Source: an optimization exercise on an open RTL-to-GDS flow (aim: small area). Production flows keep margins and buffers that such runs may drop. At most, simulation tests tie the RTL to the original design; equivalence was not proved. No functional check of the RTL was part of run 2. Power is estimated from default activity; no workload was simulated.

==> flow/design.v (outline; a module is shown in full before it is edited, if it fits) <==
// module vmem_accum_seq: 1091 lines
module vmem_accum_seq #(
  parameter int ADDR_W = 32,
  parameter int DATA_W = 32,
  parameter int LEN_W  = 11
) (
  input  logic              clk,
  input  logic              reset,
  input  logic              start,
  input  logic              op,
  input  logic [ADDR_W-1:0] src_a,
  input  logic [ADDR_W-1:0] src_b,
  input  logic [ADDR_W-1:0] dst,
  input  logic [LEN_W-1:0]  len,
  input  logic              reduce,
  output logic              busy,
  output logic              done,
  output logic [ADDR_W-1:0] vm_addr_a,
  output logic [ADDR_W-1:0] vm_addr_b,
  output logic [ADDR_W-1:0] vm_addr_c,
  output logic [DATA_W-1:0] vm_wd,
  output logic              vm_we,
  input  logic [DATA_W-1:0] vm_rv_a,
  input  logic [DATA_W-1:0] vm_rv_b
);
  // ...
==> flow/flow/run.sh <==
#!/bin/bash
# Standard ORFS flow with three changes:
#  - after the standard synthesis, the combinational logic between the registers,
#    full adders and half adders is mapped again by ABC (flow/remap.abc); the
#    registers, full adders and half adders are kept as they are;
#  - flow/fixfa.py then moves inverters off full-adder and XOR pins (full adders
#    are self-dual);
#  - the port buffers that global placement inserts use sky130_fd_sc_hd__buf_1.
set -euo pipefail
R=orfs/results/${FLOW_PLATFORM}/vmem_accum_seq/base
LIB=${FLOW_HOME}/platforms/sky130hd/lib/sky130_fd_sc_hd__tt_025C_1v80.lib
bash standard.sh synth > synth.log 2>&1
cp $R/1_2_yosys.v $R/1_2_yosys.std.v
yosys -l remap.log -p "read_liberty -ignore_miss_func $LIB; read_verilog $R/1_2_yosys.std.v; hierarchy -top $FLOW_TOP; blackbox sky130_fd_sc_hd__fa_* sky130_fd_sc_hd__ha_* sky130_fd_sc_hd__df* sky130_fd_sc_hd__edf* sky130_fd_sc_hd__sdf* sky130_fd_sc_hd__dl* sky130_fd_sc_hd__conb_1; flatten; opt_clean -purge; abc -liberty $LIB -dont_use sky130_fd_sc_hd__probe_p_8 -dont_use sky130_fd_sc_hd__probec_p_8 -dont_use sky130_fd_sc_hd__lpflow_bleeder_1 -dont_use sky130_fd_sc_hd__lpflow_clkbufkapwr_1 -dont_use sky130_fd_sc_hd__lpflow_clkbufkapwr_16 -dont_use sky130_fd_sc_hd__lpflow_clkbufkapwr_2 -dont_use sky130_fd_sc_hd__lpflow_clkbufkapwr_4 -dont_use sky130_fd_sc_hd__lpflow_clkbufkapwr_8 -dont_use sky130_fd_sc_hd__lpflow_clkinvkapwr_1 -dont_use sky130_fd_sc_hd__lpflow_clkinvkapwr_16 -dont_use sky130_fd_sc_hd__lpflow_clkinvkapwr_2 -dont_use sky130_fd_sc_hd__lpflow_clkinvkapwr_4 -dont_use sky130_fd_sc_hd__lpflow_clkinvkapwr_8 -dont_use sky130_fd_sc_hd__lpflow_decapkapwr_12 -dont_use sky130_fd_sc_hd__lpflow_decapkapwr_3 -dont_use sky130_fd_sc_hd__lpflow_decapkapwr_4 -dont_use sky130_fd_sc_hd__lpflow_decapkapwr_6 -dont_use sky130_fd_sc_hd__lpflow_decapkapwr_8 -dont_use sky130_fd_sc_hd__lpflow_inputiso0n_1 -dont_use sky130_fd_sc_hd__lpflow_inputiso0p_1 -dont_use sky130_fd_sc_hd__lpflow_inputiso1n_1 -dont_use sky130_fd_sc_hd__lpflow_inputiso1p_1 -dont_use sky130_fd_sc_hd__lpflow_inputisolatch_1 -dont_use sky130_fd_sc_hd__lpflow_isobufsrc_1 -dont_use sky130_fd_sc_hd__lpflow_isobufsrc_16 -dont_use sky130_fd_sc_hd__lpflow_isobufsrc_2 -dont_use sky130_fd_sc_hd__lpflow_isobufsrc_4 -dont_use sky130_fd_sc_hd__lpflow_isobufsrc_8 -dont_use sky130_fd_sc_hd__lpflow_isobufsrckapwr_16 -dont_use sky130_fd_sc_hd__lpflow_lsbuf_lh_hl_isowell_tap_1 -dont_use sky130_fd_sc_hd__lpflow_lsbuf_lh_hl_isowell_tap_2  -script flow/remap.abc; opt_clean -purge; rename -hide w:*.*; opt_clean -purge; hilomap -singleton -hicell sky130_fd_sc_hd__conb_1 HI -locell sky130_fd_sc_hd__conb_1 LO; splitnets; opt_clean -purge; insbuf -buf sky130_fd_sc_hd__buf_1 A X; stat -liberty $LIB; write_verilog -noattr -noexpr -nohex -nodec $R/1_2_yosys.remap.v" > /dev/null
python3 flow/fixfa.py $R/1_2_yosys.remap.v $R/1_2_yosys.v > fixfa.log 2>&1
rm -f $R/1_synth.odb $R/1_synth.sdc
bash standard.sh "BUFFER_PORTS_ARGS=-buffer_cell sky130_fd_sc_hd__buf_1" finish > layout.log 2>&1
==> flow/flow/fixfa.py <==
#!/usr/bin/env python3
"""Netlist post-pass: moves inverters off full-adder pins.

A full adder is self-dual: FA(~a,~b,~c) = (~sum, ~cout). XOR/XNOR gates can
absorb an inversion on any pin by swapping XOR2<->XNOR2. This pass picks, for
every full adder and XOR/XNOR gate, whether its output net carries the true or
the complemented value, so that as few nets as possible need an inverter, and
rewrites the netlist accordingly. Registers and ports are untouched.
usage: fixfa.py in.v out.v
"""
import re, sys, random

OUTPINS = {"X", "Y", "Q", "Q_N", "SUM", "COUT", "HI", "LO"}
P = "sky130_fd_sc_hd__"
XORT = {"xor2_1": "xnor2_1", "xnor2_1": "xor2_1", "xor2_2": "xnor2_2", "xnor2_2": "xor2_2",
        "xor2_4": "xnor2_4", "xnor2_4": "xor2_4", "xor3_1": "xnor3_1", "xnor3_1": "xor3_1",
        "xor3_2": "xnor3_2", "xnor3_2": "xor3_2", "xor3_4": "xnor3_4", "xnor3_4": "xor3_4"}
INVT = {"inv_1", "inv_2", "inv_4", "inv_6", "inv_8", "inv_12", "inv_16",
        "clkinv_1", "clkinv_2", "clkinv_4", "clkinv_8", "clkinv_16"}

src = open(sys.argv[1]).read()
m_end = src.rindex("endmodule")
cell_re = re.compile(r"^  (" + P + r"(\w+))\s+(\S+)\s*\((.*?)\);\n", re.S | re.M)
pin_re = re.compile(r"\.(\w+)\(\s*(.*?)\s*\)(?:,|\s*$)", re.S)

cells = []
first = None
for m in cell_re.finditer(src):
    if first is None:
        first = m.start()
    typ, name, body = m.group(2), m.group(3), m.group(4)
    pins = [(p, n.strip()) for p, n in pin_re.findall(body)]
    cells.append({"typ": typ, "name": name, "pins": pins})
header = src[:first]
tail = src[cell_re.search(src, 0) and 0:0]
body_end = max(m.end() for m in cell_re.finditer(src))
footer = src[body_end:]
assert footer.strip().startswith("endmodule"), footer[:200]

ports = set()
for m in re.finditer(r"^\s*(input|output)\s+(\[(\d+):(\d+)\]\s+)?(\S+);", header, re.M):
    nm = m.group(5)
    if m.group(2):
        hi, lo = int(m.group(3)), int(m.group(4))
        for i in range(min(hi, lo), max(hi, lo) + 1):
            ports.add(f"{nm}[{i}]")
    else:
        ports.add(nm)

driver = {}
for ci, c in enumerate(cells):
    for p, n in c["pins"]:
        if p in OUTPINS:
            driver[n] = (ci, p)

def is_inv(c):
    return c["typ"] in INVT

# canonical literal of a net: follow inverters back to a non-inverter net
def canon(n):
    q = 0
    seen = 0
    while n in driver and is_inv(cells[driver[n][0]]) and seen < 8:
        c = cells[driver[n][0]]
        n = dict(c["pins"])["A"]
        q ^= 1
        seen += 1
    return n, q

def kind(c):
    if c["typ"].startswith("fa_"):
        return "fa"
    if c["typ"] in XORT:
        return "xor"
    return "other"

# Flippable cells: full adders and xor gates whose outputs are not ports.
flip_ok = []
for ci, c in enumerate(cells):
    k = kind(c)
    ok = k in ("fa", "xor")
    if ok:
        for p, n in c["pins"]:
            if p in OUTPINS and n in ports:
                ok = False
    flip_ok.append(ok)

# consumers: for each non-inverter cell input pin -> (base, q)
cons = {}   # base -> list of (ci, pin, q)
for ci, c in enumerate(cells):
    if is_inv(c):
        continue
    for p, n in c["pins"]:
        if p in OUTPINS or p == "CLK":
            continue
        if re.match(r"^\d+'", n):
            continue
        b, q = canon(n)
        cons.setdefault(b, []).append((ci, p, q))
# inverter outputs that are ports: keep those inverters as they are
keep_inv = set()
for ci, c in enumerate(cells):
    if is_inv(c) and dict(c["pins"])["Y"] in ports:
        keep_inv.add(ci)
        b, q = canon(dict(c["pins"])["A"])
        # its input is a consumer demanding polarity q^... treat as 'other' pin
        cons.setdefault(b, []).append((ci, "A", q))

flip = [0] * len(cells)

def phi(b):
    d = driver.get(b)
    return flip[d[0]] if d else 0

def need(b):
    f = phi(b)
    for ci, p, q in cons.get(b, []):
        k = kind(cells[ci])
        if k == "xor" and ci not in keep_inv:
            continue
        r = q ^ f ^ (flip[ci] if k == "fa" else 0)
        if r:
            return 1
    return 0

def affected(ci):
    s = set()
    for p, n in cells[ci]["pins"]:
        if p in OUTPINS:
            s.add(n)
        elif not re.match(r"^\d+'", n):
            s.add(canon(n)[0])
    return s

before = sum(need(b) for b in cons)
cand = [ci for ci in range(len(cells)) if flip_ok[ci]]
random.seed(1)
import math
affc = {ci: list(affected(ci)) for ci in cand}
cur = before
best = before
best_flip = flip[:]
steps = 60000
for st in range(steps):
    T = 1.5 * (1 - st / steps) + 0.02
    ci = random.choice(cand)
    aff = affc[ci]
    old = sum(need(b) for b in aff)
    flip[ci] ^= 1
    new = sum(need(b) for b in aff)
    d = new - old
    if d <= 0 or random.random() < math.exp(-d / T):
        cur += d
        if cur < best:
            best = cur
            best_flip = flip[:]
    else:
        flip[ci] ^= 1
flip[:] = best_flip
# final greedy clean-up
improved = True
while improved:
    improved = False
    for ci in cand:
        aff = affc[ci]
        old = sum(need(b) for b in aff)
        flip[ci] ^= 1
        if sum(need(b) for b in aff) < old:
            improved = True
        else:
            flip[ci] ^= 1
after = sum(need(b) for b in cons)
sys.stderr.write(f"fixfa: inverted nets {before} -> {after}, flipped {sum(flip)} cells\n")

# Rewrite.
newwires = []
invname = {}
out_cells = []
cnt = 0
def inv_of(b):
    global cnt
    if b not in invname:
        cnt += 1
        nn = f"_fxn{cnt}_"
        invname[b] = nn
        newwires.append(nn)
        out_cells.append(("inv_1", f"_fxi{cnt}_", [("A", b), ("Y", nn)]))
    return invname[b]

for ci, c in enumerate(cells):
    if is_inv(c) and ci not in keep_inv:
        continue
    k = kind(c)
    typ = c["typ"]
    par = flip[ci] if k == "xor" else 0
    pins = []
    for p, n in c["pins"]:
        if p in OUTPINS or p == "CLK" or re.match(r"^\d+'", n):
            pins.append((p, n))
            continue
        b, q = canon(n)
        r = q ^ phi(b) ^ (flip[ci] if k == "fa" else 0)
        if k == "xor" and ci not in keep_inv:
            par ^= r
            pins.append((p, b))
        elif ci in keep_inv and r:
            typ = "buf_1"
            pins.append((p, b))
        else:
            pins.append((p, inv_of(b) if r else b))
    if typ == "buf_1" and ci in keep_inv:
        pins = [("X" if p == "Y" else p, n) for p, n in pins]
    if par:
        ntyp = XORT[typ]
        if ntyp.startswith("xnor2"):
            pins = [("Y" if p == "X" else p, n) for p, n in pins]
        elif ntyp.startswith("xor2"):
            pins = [("X" if p == "Y" else p, n) for p, n in pins]
        typ = ntyp
    out_cells.append((typ, c["name"], pins))

def fmt(typ, name, pins):
    s = f"  {P}{typ} {name} (\n"
    s += ",\n".join(f"    .{p}({n}{' ' if n.startswith(chr(92)) else ''})" for p, n in pins)
    return s + "\n  );\n"

decl = "".join(f"  wire {w};\n" for w in newwires)
out = header + decl + "".join(fmt(*c) for c in out_cells) + footer
open(sys.argv[2], "w").write(out)
ninv_old = sum(1 for c in cells if is_inv(c))
ninv_new = sum(1 for c in out_cells if c[0] in INVT)
sys.stderr.write(f"fixfa: inverter cells {ninv_old} -> {ninv_new}\n")
==> flow/flow/remap.abc <==
&get -n
&st
&dch
&nf -R 1000
&put
==> flow/standard.sh <==
#!/bin/bash
# synth_recipe.tcl (not shown) runs the flow's synth.tcl, then flattens the netlist and writes it again
# the make line also repeats each setting of config.mk as NAME=value (left out here)
make -C /OpenROAD-flow-scripts/flow DESIGN_CONFIG=/design/flow/config.mk WORK_HOME=/design/flow/orfs CLKGATE_MAP_FILE= SYNTH_SCRIPT=/design/flow/synth_recipe.tcl "${@:-finish}"
==> flow/config.mk <==
export PLATFORM = sky130hd
export DESIGN_NAME = vmem_accum_seq
export DESIGN_NICKNAME = vmem_accum_seq
export VERILOG_FILES = /design/flow/design.v
export SDC_FILE = /design/flow/constraint.sdc
export NUM_CORES = 4
export LEC_CHECK = 0
export ABC_AREA = 1
export CAP_MARGIN = 20
export CORE_MARGIN = 2
export CORE_UTILIZATION = 40
export SLEW_MARGIN = 20
==> flow/constraint.sdc <==
create_clock -name core_clock -period 12.5 [get_ports {clk}]
set_input_delay 2.5000 -clock core_clock [delete_from_list [all_inputs] [get_ports {clk}]]
set_output_delay 2.5000 -clock core_clock [all_outputs]
set_load 0.01 [all_outputs]
==> key figures, run 1 <==
Outcome
  – Status: complete, no violations

STA
  – Sum Neg Setup Slack: 0 ns
  – Slew Viols, Final: 0
  – Fin Hold WS: between 0.4 and 0.5 ns
  – Max Clock Skew: ~0.022 ns
  – Fin worst setup slack: 0.8354 ns

Clocking
  – Clock Tree Root: clkbuf_16
  – Clock transition at path regs: around 0.080 ns
  – CTS buffer count: 9

Power
  – Sw frac: a little over half
  – Clk network pwr share: 7.5%
  – Pleak: ~7.5 nW
  – Maximum VDD drop: about 180 uV
  – Combinational share of power: 82.8%
  – Power per cell area: 226.5 nW/um^2

Die
  – TAP cells: approximately 510
  – Die area: about 40000 um^2
  – Standard-cell rows: 71

Finish
  – Final core utilization: between 40% and 50%
  – Fin nets: approximately 2.3k
  – Fin cells: about 2.3k
  – Seq_cells: around 110
  – Commonest cells after routing, fill and taps aside: buf_1, xor2_1, fa_1, a22oi_1, ha_1
  – Commonest non-fill, non-tap cell in the layout: buf_1
  – # clk buffers: 9

Critical path
  – Worst path max stage delay: 0.50 ns
  – Cell count along the critical path: 27
  – Worst Path Arrival: between 9 and 10 ns
  – CP dominant cell by count: fa_1
  – Critical path endpoint: vm_wd[28]
  – Crit path max fanout: 11

Global routing
  – Global routing's busiest layer: met2
  – Vias in the first global route: about 14k
  – GRT Util Overall: between 20% and 30%

Detailed routing
  – Final ANT Viol Nets: 0
  – Metal3 WL: 5028 um
  – TritonRoute pass-1 iters: 8
  – Drt total wl: about 52000 um

Worst hold path
  – Tightest Hold Check Type: reg2reg
  – WHS Endpoint: rem_q[0]
  – Hold Path Cell Cnt: 1

Placement
  – Placed Cells: 2303

Synthesis
  – Mapped Area: approximately 15000 um^2
==> inputs of run 2 (changes only) <==
--- a/flow/design.v
+++ b/flow/design.v
@@ -849,25 +849,25 @@
   assign fsum[2] = fx[2] ^ fy[2] ^ fc[2];
   assign fc[3] = (fx[2] & fy[2]) | (fx[2] & fc[2]) | (fy[2] & fc[2]);
   assign fsum[3] = fx[3] ^ fy[3] ^ fc[3];
   assign fc[4] = (fx[3] & fy[3]) | (fx[3] & fc[3]) | (fy[3] & fc[3]);
   assign fsum[4] = fx[4] ^ fy[4] ^ fc[4];
   assign fc[5] = (fx[4] & fy[4]) | (fx[4] & fc[4]) | (fy[4] & fc[4]);
   assign fsum[5] = fx[5] ^ fy[5] ^ fc[5];
   assign fc[6] = (fx[5] & fy[5]) | (fx[5] & fc[5]) | (fy[5] & fc[5]);
-  logic fg6, fp6, fg7, fp7, fg8, fp8, fg9, fp9, fg10, fp10, fg11, fp11, fg12, fp12, fg13, fp13, fg14, fp14, fg15, fp15, fg16, fp16, fg17, fp17, fg18, fp18, fg19, fp19, fg20, fp20, fg21, fp21, fg22, fp22, fg23, fp23, fg24, fp24, fg25, fp25, fg26, fp26, fg27, fp27, fg28, fp28, fg29, fp29, fg30, fp30;
-  assign fg6 = fx[6] & fy[6];
-  assign fp6 = fx[6] ^ fy[6];
-  assign fg7 = fx[7] & fy[7];
-  assign fp7 = fx[7] ^ fy[7];
-  assign fg8 = fx[8] & fy[8];
-  assign fp8 = fx[8] ^ fy[8];
-  assign fg9 = fx[9] & fy[9];
-  assign fp9 = fx[9] ^ fy[9];
+  assign fsum[6] = fx[6] ^ fy[6] ^ fc[6];
+  assign fc[7] = (fx[6] & fy[6]) | (fx[6] & fc[6]) | (fy[6] & fc[6]);
+  assign fsum[7] = fx[7] ^ fy[7] ^ fc[7];
+  assign fc[8] = (fx[7] & fy[7]) | (fx[7] & fc[7]) | (fy[7] & fc[7]);
+  assign fsum[8] = fx[8] ^ fy[8] ^ fc[8];
+  assign fc[9] = (fx[8] & fy[8]) | (fx[8] & fc[8]) | (fy[8] & fc[8]);
+  assign fsum[9] = fx[9] ^ fy[9] ^ fc[9];
+  assign fc[10] = (fx[9] & fy[9]) | (fx[9] & fc[9]) | (fy[9] & fc[9]);
+  logic fg10, fp10, fg11, fp11, fg12, fp12, fg13, fp13, fg14, fp14, fg15, fp15, fg16, fp16, fg17, fp17, fg18, fp18, fg19, fp19, fg20, fp20, fg21, fp21, fg22, fp22, fg23, fp23, fg24, fp24, fg25, fp25, fg26, fp26, fg27, fp27, fg28, fp28, fg29, fp29, fg30, fp30;
   assign fg10 = fx[10] & fy[10];
   assign fp10 = fx[10] ^ fy[10];
   assign fg11 = fx[11] & fy[11];
   assign fp11 = fx[11] ^ fy[11];
   assign fg12 = fx[12] & fy[12];
   assign fp12 = fx[12] ^ fy[12];
   assign fg13 = fx[13] & fy[13];
   assign fp13 = fx[13] ^ fy[13];
@@ -901,191 +901,159 @@
   assign fp27 = fx[27] ^ fy[27];
   assign fg28 = fx[28] & fy[28];
   assign fp28 = fx[28] ^ fy[28];
   assign fg29 = fx[29] & fy[29];
   assign fp29 = fx[29] ^ fy[29];
   assign fg30 = fx[30] & fy[30];
   assign fp30 = fx[30] ^ fy[30];
   logic bg1, bp1;
-  assign bg1 = fg6 | (fp6 & fc[6]);
-  assign bp1 = fp6 & 1'b0;
+  assign bg1 = fg10 | (fp10 & fc[10]);
+  assign bp1 = fp10 & 1'b0;
   logic bg2, bp2;
-  assign bg2 = fg8 | (fp8 & fg7);
-  assign bp2 = fp8 & fp7;
+  assign bg2 = fg12 | (fp12 & fg11);
+  assign bp2 = fp12 & fp11;
   logic bg3, bp3;
-  assign bg3 = fg10 | (fp10 & fg9);
-  assign bp3 = fp10 & fp9;
+  assign bg3 = fg14 | (fp14 & fg13);
+  assign bp3 = fp14 & fp13;
   logic bg4, bp4;
-  assign bg4 = fg12 | (fp12 & fg11);
-  assign bp4 = fp12 & fp11;
+  assign bg4 = fg16 | (fp16 & fg15);
+  assign bp4 = fp16 & fp15;
   logic bg5, bp5;
-  assign bg5 = fg14 | (fp14 & fg13);
-  assign bp5 = fp14 & fp13;
+  assign bg5 = fg18 | (fp18 & fg17);
+  assign bp5 = fp18 & fp17;
   logic bg6, bp6;
-  assign bg6 = fg16 | (fp16 & fg15);
-  assign bp6 = fp16 & fp15;
+  assign bg6 = fg20 | (fp20 & fg19);
+  assign bp6 = fp20 & fp19;
   logic bg7, bp7;
-  assign bg7 = fg18 | (fp18 & fg17);
-  assign bp7 = fp18 & fp17;
+  assign bg7 = fg22 | (fp22 & fg21);
+  assign bp7 = fp22 & fp21;
   logic bg8, bp8;
-  assign bg8 = fg20 | (fp20 & fg19);
-  assign bp8 = fp20 & fp19;
+  assign bg8 = fg24 | (fp24 & fg23);
+  assign bp8 = fp24 & fp23;
   logic bg9, bp9;
-  assign bg9 = fg22 | (fp22 & fg21);
-  assign bp9 = fp22 & fp21;
+  assign bg9 = fg26 | (fp26 & fg25);
+  assign bp9 = fp26 & fp25;
   logic bg10, bp10;
-  assign bg10 = fg24 | (fp24 & fg23);
-  assign bp10 = fp24 & fp23;
+  assign bg10 = fg28 | (fp28 & fg27);
+  assign bp10 = fp28 & fp27;
   logic bg11, bp11;
-  assign bg11 = fg26 | (fp26 & fg25);
-  assign bp11 = fp26 & fp25;
+  assign bg11 = fg30 | (fp30 & fg29);
+  assign bp11 = fp30 & fp29;
   logic bg12, bp12;
-  assign bg12 = fg28 | (fp28 & fg27);
-  assign bp12 = fp28 & fp27;
+  assign bg12 = bg2 | (bp2 & bg1);
+  assign bp12 = bp2 & bp1;
   logic bg13, bp13;
-  assign bg13 = fg30 | (fp30 & fg29);
-  assign bp13 = fp30 & fp29;
+  assign bg13 = bg4 | (bp4 & bg3);
+  assign bp13 = bp4 & bp3;
   logic bg14, bp14;
-  assign bg14 = bg2 | (bp2 & bg1);
-  assign bp14 = bp2 & bp1;
+  assign bg14 = bg6 | (bp6 & bg5);
+  assign bp14 = bp6 & bp5;
   logic bg15, bp15;
-  assign bg15 = bg4 | (bp4 & bg3);
-  assign bp15 = bp4 & bp3;
+  assign bg15 = bg8 | (bp8 & bg7);
+  assign bp15 = bp8 & bp7;
   logic bg16, bp16;
-  assign bg16 = bg6 | (bp6 & bg5);
-  assign bp16 = bp6 & bp5;
+  assign bg16 = bg10 | (bp10 & bg9);
+  assign bp16 = bp10 & bp9;
   logic bg17, bp17;
-  assign bg17 = bg8 | (bp8 & bg7);
-  assign bp17 = bp8 & bp7;
+  assign bg17 = bg13 | (bp13 & bg12);
+  assign bp17 = bp13 & bp12;
   logic bg18, bp18;
-  assign bg18 = bg10 | (bp10 & bg9);
-  assign bp18 = bp10 & bp9;
+  assign bg18 = bg15 | (bp15 & bg14);
+  assign bp18 = bp15 & bp14;
   logic bg19, bp19;
-  assign bg19 = bg12 | (bp12 & bg11);
-  assign bp19 = bp12 & bp11;
+  assign bg19 = bg18 | (bp18 & bg17);
+  assign bp19 = bp18 & bp17;
   logic bg20, bp20;
-  assign bg20 = bg15 | (bp15 & bg14);
-  assign bp20 = bp15 & bp14;
+  assign bg20 = bg14 | (bp14 & bg17);
+  assign bp20 = bp14 & bp17;
   logic bg21, bp21;
-  assign bg21 = bg17 | (bp17 & bg16);
-  assign bp21 = bp17 & bp16;
+  assign bg21 = bg16 | (bp16 & bg19);
+  assign bp21 = bp16 & bp19;
   logic bg22, bp22;
-  assign bg22 = bg19 | (bp19 & bg18);
-  assign bp22 = bp19 & bp18;
+  assign bg22 = bg3 | (bp3 & bg12);
+  assign bp22 = bp3 & bp12;
   logic bg23, bp23;
-  assign bg23 = bg21 | (bp21 & bg20);
-  assign bp23 = bp21 & bp20;
+  assign bg23 = bg5 | (bp5 & bg17);
+  assign bp23 = bp5 & bp17;
   logic bg24, bp24;
-  assign bg24 = bg22 | (bp22 & bg23);
-  assign bp24 = bp22 & bp23;
+  assign bg24 = bg7 | (bp7 & bg20);
+  assign bp24 = bp7 & bp20;
   logic bg25, bp25;
-  assign bg25 = bg16 | (bp16 & bg20);
-  assign bp25 = bp16 & bp20;
+  assign bg25 = bg9 | (bp9 & bg19);
+  assign bp25 = bp9 & bp19;
   logic bg26, bp26;
-  assign bg26 = bg18 | (bp18 & bg23);
-  assign bp26 = bp18 & bp23;
+  assign bg26 = bg11 | (bp11 & bg21);
+  assign bp26 = bp11 & bp21;
   logic bg27, bp27;
-  assign bg27 = bg3 | (bp3 & bg14);
-  assign bp27 = bp3 & bp14;
+  assign bg27 = fg11 | (fp11 & bg1);
+  assign bp27 = fp11 & bp1;
   logic bg28, bp28;
-  assign bg28 = bg5 | (bp5 & bg20);
-  assign bp28 = bp5 & bp20;
+  assign bg28 = fg13 | (fp13 & bg12);
+  assign bp28 = fp13 & bp12;
   logic bg29, bp29;
-  assign bg29 = bg7 | (bp7 & bg25);
-  assign bp29 = bp7 & bp25;
+  assign bg29 = fg15 | (fp15 & bg22);
+  assign bp29 = fp15 & bp22;
   logic bg30, bp30;
-  assign bg30 = bg9 | (bp9 & bg23);
-  assign bp30 = bp9 & bp23;
+  assign bg30 = fg17 | (fp17 & bg17);
+  assign bp30 = fp17 & bp17;
   logic bg31, bp31;
-  assign bg31 = bg11 | (bp11 & bg26);
-  assign bp31 = bp11 & bp26;
+  assign bg31 = fg19 | (fp19 & bg23);
+  assign bp31 = fp19 & bp23;
   logic bg32, bp32;
-  assign bg32 = bg13 | (bp13 & bg24);
-  assign bp32 = bp13 & bp24;
+  assign bg32 = fg21 | (fp21 & bg20);
+  assign bp32 = fp21 & bp20;
   logic bg33, bp33;
-  assign bg33 = fg7 | (fp7 & bg1);
-  assign bp33 = fp7 & bp1;
+  assign bg33 = fg23 | (fp23 & bg24);
+  assign bp33 = fp23 & bp24;
   logic bg34, bp34;
-  assign bg34 = fg9 | (fp9 & bg14);
-  assign bp34 = fp9 & bp14;
+  assign bg34 = fg25 | (fp25 & bg19);
+  assign bp34 = fp25 & bp19;
   logic bg35, bp35;
-  assign bg35 = fg11 | (fp11 & bg27);
-  assign bp35 = fp11 & bp27;
+  assign bg35 = fg27 | (fp27 & bg25);
+  assign bp35 = fp27 & bp25;
   logic bg36, bp36;
-  assign bg36 = fg13 | (fp13 & bg20);
-  assign bp36 = fp13 & bp20;
-  logic bg37, bp37;
-  assign bg37 = fg15 | (fp15 & bg28);
-  assign bp37 = fp15 & bp28;
-  logic bg38, bp38;
-  assign bg38 = fg17 | (fp17 & bg25);
-  assign bp38 = fp17 & bp25;
-  logic bg39, bp39;
-  assign bg39 = fg19 | (fp19 & bg29);
-  assign bp39 = fp19 & bp29;
-  logic bg40, bp40;
-  assign bg40 = fg21 | (fp21 & bg23);
-  assign bp40 = fp21 & bp23;
-  logic bg41, bp41;
-  assign bg41 = fg23 | (fp23 & bg30);
-  assign bp41 = fp23 & bp30;
-  logic bg42, bp42;
-  assign bg42 = fg25 | (fp25 & bg26);
-  assign bp42 = fp25 & bp26;
-  logic bg43, bp43;
-  assign bg43 = fg27 | (fp27 & bg31);
-  assign bp43 = fp27 & bp31;
-  logic bg44, bp44;
-  assign bg44 = fg29 | (fp29 & bg24);
-  assign bp44 = fp29 & bp24;
-  assign fc[7] = bg1;
-  assign fsum[6] = fp6 ^ fc[6];
-  assign fc[8] = bg33;
-  assign fsum[7] = fp7 ^ fc[7];
-  assign fc[9] = bg14;
-  assign fsum[8] = fp8 ^ fc[8];
-  assign fc[10] = bg34;
-  assign fsum[9] = fp9 ^ fc[9];
-  assign fc[11] = bg27;
+  assign bg36 = fg29 | (fp29 & bg21);
+  assign bp36 = fp29 & bp21;
+  assign fc[11] = bg1;
   assign fsum[10] = fp10 ^ fc[10];
-  assign fc[12] = bg35;
+  assign fc[12] = bg27;
   assign fsum[11] = fp11 ^ fc[11];
-  assign fc[13] = bg20;
+  assign fc[13] = bg12;
   assign fsum[12] = fp12 ^ fc[12];
-  assign fc[14] = bg36;
+  assign fc[14] = bg28;
   assign fsum[13] = fp13 ^ fc[13];
-  assign fc[15] = bg28;
+  assign fc[15] = bg22;
   assign fsum[14] = fp14 ^ fc[14];
-  assign fc[16] = bg37;
+  assign fc[16] = bg29;
   assign fsum[15] = fp15 ^ fc[15];
-  assign fc[17] = bg25;
+  assign fc[17] = bg17;
   assign fsum[16] = fp16 ^ fc[16];
-  assign fc[18] = bg38;
+  assign fc[18] = bg30;
   assign fsum[17] = fp17 ^ fc[17];
-  assign fc[19] = bg29;
+  assign fc[19] = bg23;
   assign fsum[18] = fp18 ^ fc[18];
-  assign fc[20] = bg39;
+  assign fc[20] = bg31;
   assign fsum[19] = fp19 ^ fc[19];
-  assign fc[21] = bg23;
+  assign fc[21] = bg20;
   assign fsum[20] = fp20 ^ fc[20];
-  assign fc[22] = bg40;
+  assign fc[22] = bg32;
   assign fsum[21] = fp21 ^ fc[21];
-  assign fc[23] = bg30;
+  assign fc[23] = bg24;
   assign fsum[22] = fp22 ^ fc[22];
-  assign fc[24] = bg41;
+  assign fc[24] = bg33;
   assign fsum[23] = fp23 ^ fc[23];
-  assign fc[25] = bg26;
+  assign fc[25] = bg19;
   assign fsum[24] = fp24 ^ fc[24];
-  assign fc[26] = bg42;
+  assign fc[26] = bg34;
   assign fsum[25] = fp25 ^ fc[25];
-  assign fc[27] = bg31;
+  assign fc[27] = bg25;
   assign fsum[26] = fp26 ^ fc[26];
-  assign fc[28] = bg43;
+  assign fc[28] = bg35;
   assign fsum[27] = fp27 ^ fc[27];
-  assign fc[29] = bg24;
+  assign fc[29] = bg21;
   assign fsum[28] = fp28 ^ fc[28];
-  assign fc[30] = bg44;
+  assign fc[30] = bg36;
   assign fsum[29] = fp29 ^ fc[29];
-  assign fc[31] = bg32;
+  assign fc[31] = bg26;
   assign fsum[30] = fp30 ^ fc[30];
   assign vm_wd = {fc[31] ^ pp0_31 ^ pp1_31 ^ pp2_31 ^ pp3_31 ^ pp4_31 ^ pp5_31 ^ pp6_31 ^ pp7_31 ^ pp8_31 ^ pp9_31 ^ pp10_31 ^ pp11_31 ^ pp12_31 ^ pp13_31 ^ pp14_31 ^ pp15_31 ^ c12 ^ c13 ^ c14 ^ c15 ^ c60 ^ c61 ^ c62 ^ c63 ^ c118 ^ c119 ^ c120 ^ c167 ^ c168 ^ c195 ^ c226, fsum[30:0]};
 endmodule
==> run 2 against run 1 <==
Net effect: clock-buffer cell count grew 1; via count fell by 0.42%; power down 4.0%; register-to-register slack got worse by 0.36 ns; critical path depth down 2; still clean; clock skew shrank 0.010 ns; global-route usage increased by 0.85 points; fmax shrank 3.5%.
==> key figures, run 2 <==
Global routing
  – First-pass GRT wire length: 81610 um (was 79870 um)
  – Largest net degree at the start of global routing: 93 (unchanged)
  – GRT Util Overall: 27.43% (was 26.57%)
  – Congestion Overflow GR: 0 (unchanged)
  – Initial antenna violation count: 4 (was 5)
  – Vias in the first global route: 13.88k (was 13.73k)

Clocking
  – Htree depth: 3 (unchanged)
  – CTS buffer count: 9 (unchanged)
  – Clk sink count: 105 (unchanged)
  – Clock Tree Buf Depth: 2 (unchanged)
  – Clock transition at path regs: 0.08 ns (about the same)
  – Worst skew pair latency: 0.35 ns (was 0.37 ns)
  – Clock Tree Root: clkbuf_16 (unchanged)
  – CTS tree: yes (unchanged)

Power
  – Clk network pwr share: 7.4% (was 7.5%)
  – Sequential share of power: 10.1% (was 9.7%)
  – Combinational share of power: 82.5% (was 82.8%)
  – Pleak: 7.458 nW (was 7.467 nW)
  – Net load switching power: 2.021 mW (was 2.139 mW)
  – Tot Pwr: 3.863 mW (was 4.024 mW)
  – Maximum VDD drop: 603.2 uV (was 175.6 uV)
  – Sw frac: 52.32% (was 53.17%)
  – Pint: 1.842 mW (was 1.884 mW)
  – Power per cell area: 217.8 nW/um^2 (was 226.5 nW/um^2)

Critical path
  – Worst setup EP type: output port (unchanged)
  – CP dominant cell by count: fa_2 (was fa_1)
  – Top delay family on crit path: adder cells (unchanged)
  – RR Startpoint: red_q (unchanged)
  – Worst path max stage delay: 0.58 ns (was 0.50 ns)
  – Reg2reg setup slack: 6.09 ns (was 6.45 ns)
  – Worst Path Buf+Inv: 2 (was 3)
  – CP Class: in2out (unchanged)
  – Req. time, crit path: 10.00 ns (about the same)
  – RR Endpoint: pc_q[28] (unchanged)
  – R2R depth: 31 (unchanged)
  – Crit path max fanout: 5 (was 11)
  – Worst Path Arrival: 9.59 ns (was 9.16 ns)
  – CP max-delay cell: fa_2 (was fa_1)
  – CP startpoint kind: input pin (unchanged)

Finish
  – Fin nets: 2315 (was 2342)
  – Commonest cells after routing, fill and taps aside: buf_1, xor2_1, fa_1, a22oi_1, ha_1 (unchanged)
  – Layout Area Growth over Synthesis: 18.37% (was 17.82%)
  – Fraction of layout cells with a size suffix above 1: 7.011% (was 5.752%)
  – Final Cell Area: 17730 um^2 (was 17760 um^2)
  – Fin cells: 2256 (was 2322)
  – Biggest regs: pa_q (30), pb_q (30), pc_q (30) (unchanged)
  – Fill count: 3503 (was 3647)
  – Commonest non-fill, non-tap cell in the layout: buf_1 (unchanged)

Worst hold path
  – WHS Endpoint: pa_q[0] (was rem_q[0])
  – Hold Path Cell Cnt: 1 (unchanged)
  – Hold Path Origin: pa_q[0] (was rem_q[0])
  – Tightest Hold Check Type: reg2reg (unchanged)

Detailed routing
  – Drt initial violations: 1167 (was 1431)
  – Via count: 13.55k (was 13.61k)
  – DRC viols: 0 (unchanged)
  – TritonRoute pass-1 iters: 9 (was 8)
  – Drt wl/cell: 23.54 um (was 22.23 um)
  – Drt total wl: 53100 um (was 51610 um)
  – Final ANT Viol Nets: 0 (unchanged)
  – Routed vias/inst: 6.008 (was 5.862)

STA
  – FMAX: 0.08274 GHz (was 0.08573 GHz)
  – Final setup vio count: 0 (unchanged)
  – Minimum clock period: 12.09 ns (was 11.66 ns)
  – Tcrit/Tclk final: 96.69% (was 93.32%)
  – Slew Viols, Final: 0 (unchanged)
  – Final hold vios: 0 (unchanged)
  – Worst-margin pin slew: 1.105 ns (was 1.152 ns)
  – Fin worst setup slack: 0.4135 ns (was 0.8354 ns)
  – Normalized max-slew margin: 26.33% (was 23.23%)
  – Unrepaired setup endpoints after global routing: false (unchanged)
  – Max Clock Skew: 0.01175 ns (was 0.02203 ns)

Synthesis
  – Post-Syn Instances: 1403 (was 1428)
  – Syn Area/Cell: 10.68 um^2 (was 10.56 um^2)
  – Mapped Area: 14980 um^2 (was 15080 um^2)
  – Ys Warns: 1 (unchanged)

Die
  – Die area: 39020 um^2 (was 39270 um^2)
  – Die Ht: 197.5 um (was 198.2 um)
  – Standard-cell rows: 70 (was 71)
  – Die Width: 197.5 um (was 198.2 um)
  – Initial Util: 40.73% (was 40.32%)
  – Io pins: 307 (unchanged)
  – Total core area: 36790 um^2 (was 37400 um^2)

Placement
  – Placed Cells: 2233 (was 2303)
  – Placed Area: 17370 um^2 (was 17430 um^2)
  – # port buffers: 294 (unchanged)
  – Pre-CTS setup slack: -0.1405 ns (was 0.7820 ns)
  – Post-DP HPWL: 40330 um (was 40160 um)
  – RD Place Congestion: 0.9033 (was 0.8808)

Outcome
  – Status: complete, no violations (unchanged)

Job
  – Max-cap violations: 0 (unchanged)
==> run 2: changes by cell type in the layout (fill, tap and decap cells not counted), sizes merged, moves of 9 or more <==
cell | previous run | this run
nor2 | 30 | 17
xnor2 | 35 | 45
a221oi | 2 | 13
a21oi | 69 | 58
xor2 | 249 | 240
inv | 46 | 56
==> run 2: through the flow <==
step / setup TNS (ns) / util, % / hold slack (ns)
finish: 0 / 48.21 / 0.5065
global route: 0 / 48.20 / 0.5529
CTS: 0 / 48.11 / 0.5031
detailed placement: -0.3340 / 47.22 / 0.4768
global placement: -0.1779 / 47.22 / 0.4792
floorplan: 0 / - / 0.4550
==> run 2: worst reg2reg max path, delay by kind of cell, from the launching register on <==
kind / cells / cell delay [ns]
flops: 1 / 0.33
buf+inv: 1 / 0.04
compound gates: 1 / 0.20
fa+ha+maj: 29 / 5.78
==> run 2: power by group through the flow <==
stage / logic, mW / registers (mW) / clock network (mW)
final: 3.19 / 0.390 / 0.285
after global routing: 3.63 / 0.394 / 0.306
after CTS: 3.25 / 0.390 / 0.293
after detailed placement: 3.18 / 0.398 / 0
after global placement: 3.13 / 0.396 / 0
after floorplan: 2.25 / 0.407 / 0
==> run 2: cell type report <==
class	instances	area (um^2)	share of cell area [%]
antenna	5	12.51	0.07055
clock buffer	10	239.0	1.348
clock inverter	6	60.06	0.3386
inverter	55	206.4	1.164
multi-input combinational	1239	12840	72.38
sequential	105	2113	11.92
tap	468	585.6	3.302
timing repair buffer	368	1682	9.482
==> run 2: layer usage <==
metal	wire, um	vias to the layer above	GRT usage (%)
met4	2212	0	11.42
met2	24800	715	44.16
met3	5065	130	5.907
met1	21030	6682	35.72
met5	0	-	0
li1	-	6027	-
==> run 2: worst max-delay path by stage <==
stage	startpoint	slack, ns	endpoint	depth (start not counted)
floorplan	vm_rv_b[0]	0.01	vm_wd[24]	24
global route	vm_rv_b[0]	0.03	vm_wd[31]	28
global placement	vm_rv_a[1]	-0.08	vm_wd[30]	24
finish	vm_rv_b[0]	0.41	vm_wd[29]	25
CTS	vm_rv_b[0]	0.05	vm_wd[31]	28
detailed placement	vm_rv_a[1]	-0.14	vm_wd[30]	24
==> run 2: timing repair <==
item | in CTS | in global routing
setup buffers | 1 | 0
hold buffers | 0 | 0
pin swaps | 3 | 4
endpoints found under the hold margin | 0 | 0
endpoints found under the setup margin | 7 | 12
gates resized for setup | 8 | 6

[static timing again, ports no longer ideal]
Ports are ideal in the flow. The routed layouts listed here were re-timed in OpenROAD. Step 1 sets driving cells, clkbuf_16 on the clock port and buf_2 on the other inputs (assumed; they add their load-dependent delay and slew). Step 2 adds t to the input delays and takes it off the output delays; t is the mean of the earliest and latest rising clock arrival at the registers after step 1. Input paths then give back, and output paths get back, about the clock's delay inside the block. a / b / c = ideal ports / drivers / drivers and shift; a / b = the first two.
run	t, ns	setup WS [ns]	worst register clock-pin slew, ns	cell pins on the clock port's net
run 1	0.404	0.835 / 0.720 / 0.720	0.09 / 0.09	1
run 2	0.393	0.414 / 0.334 / 0.334	0.08 / 0.08	1
After both steps setup and hold are still met in every run listed. The setup slack of run 1, which loses most, moves by -0.115 ns with the drivers and by -0.115 ns with both steps.
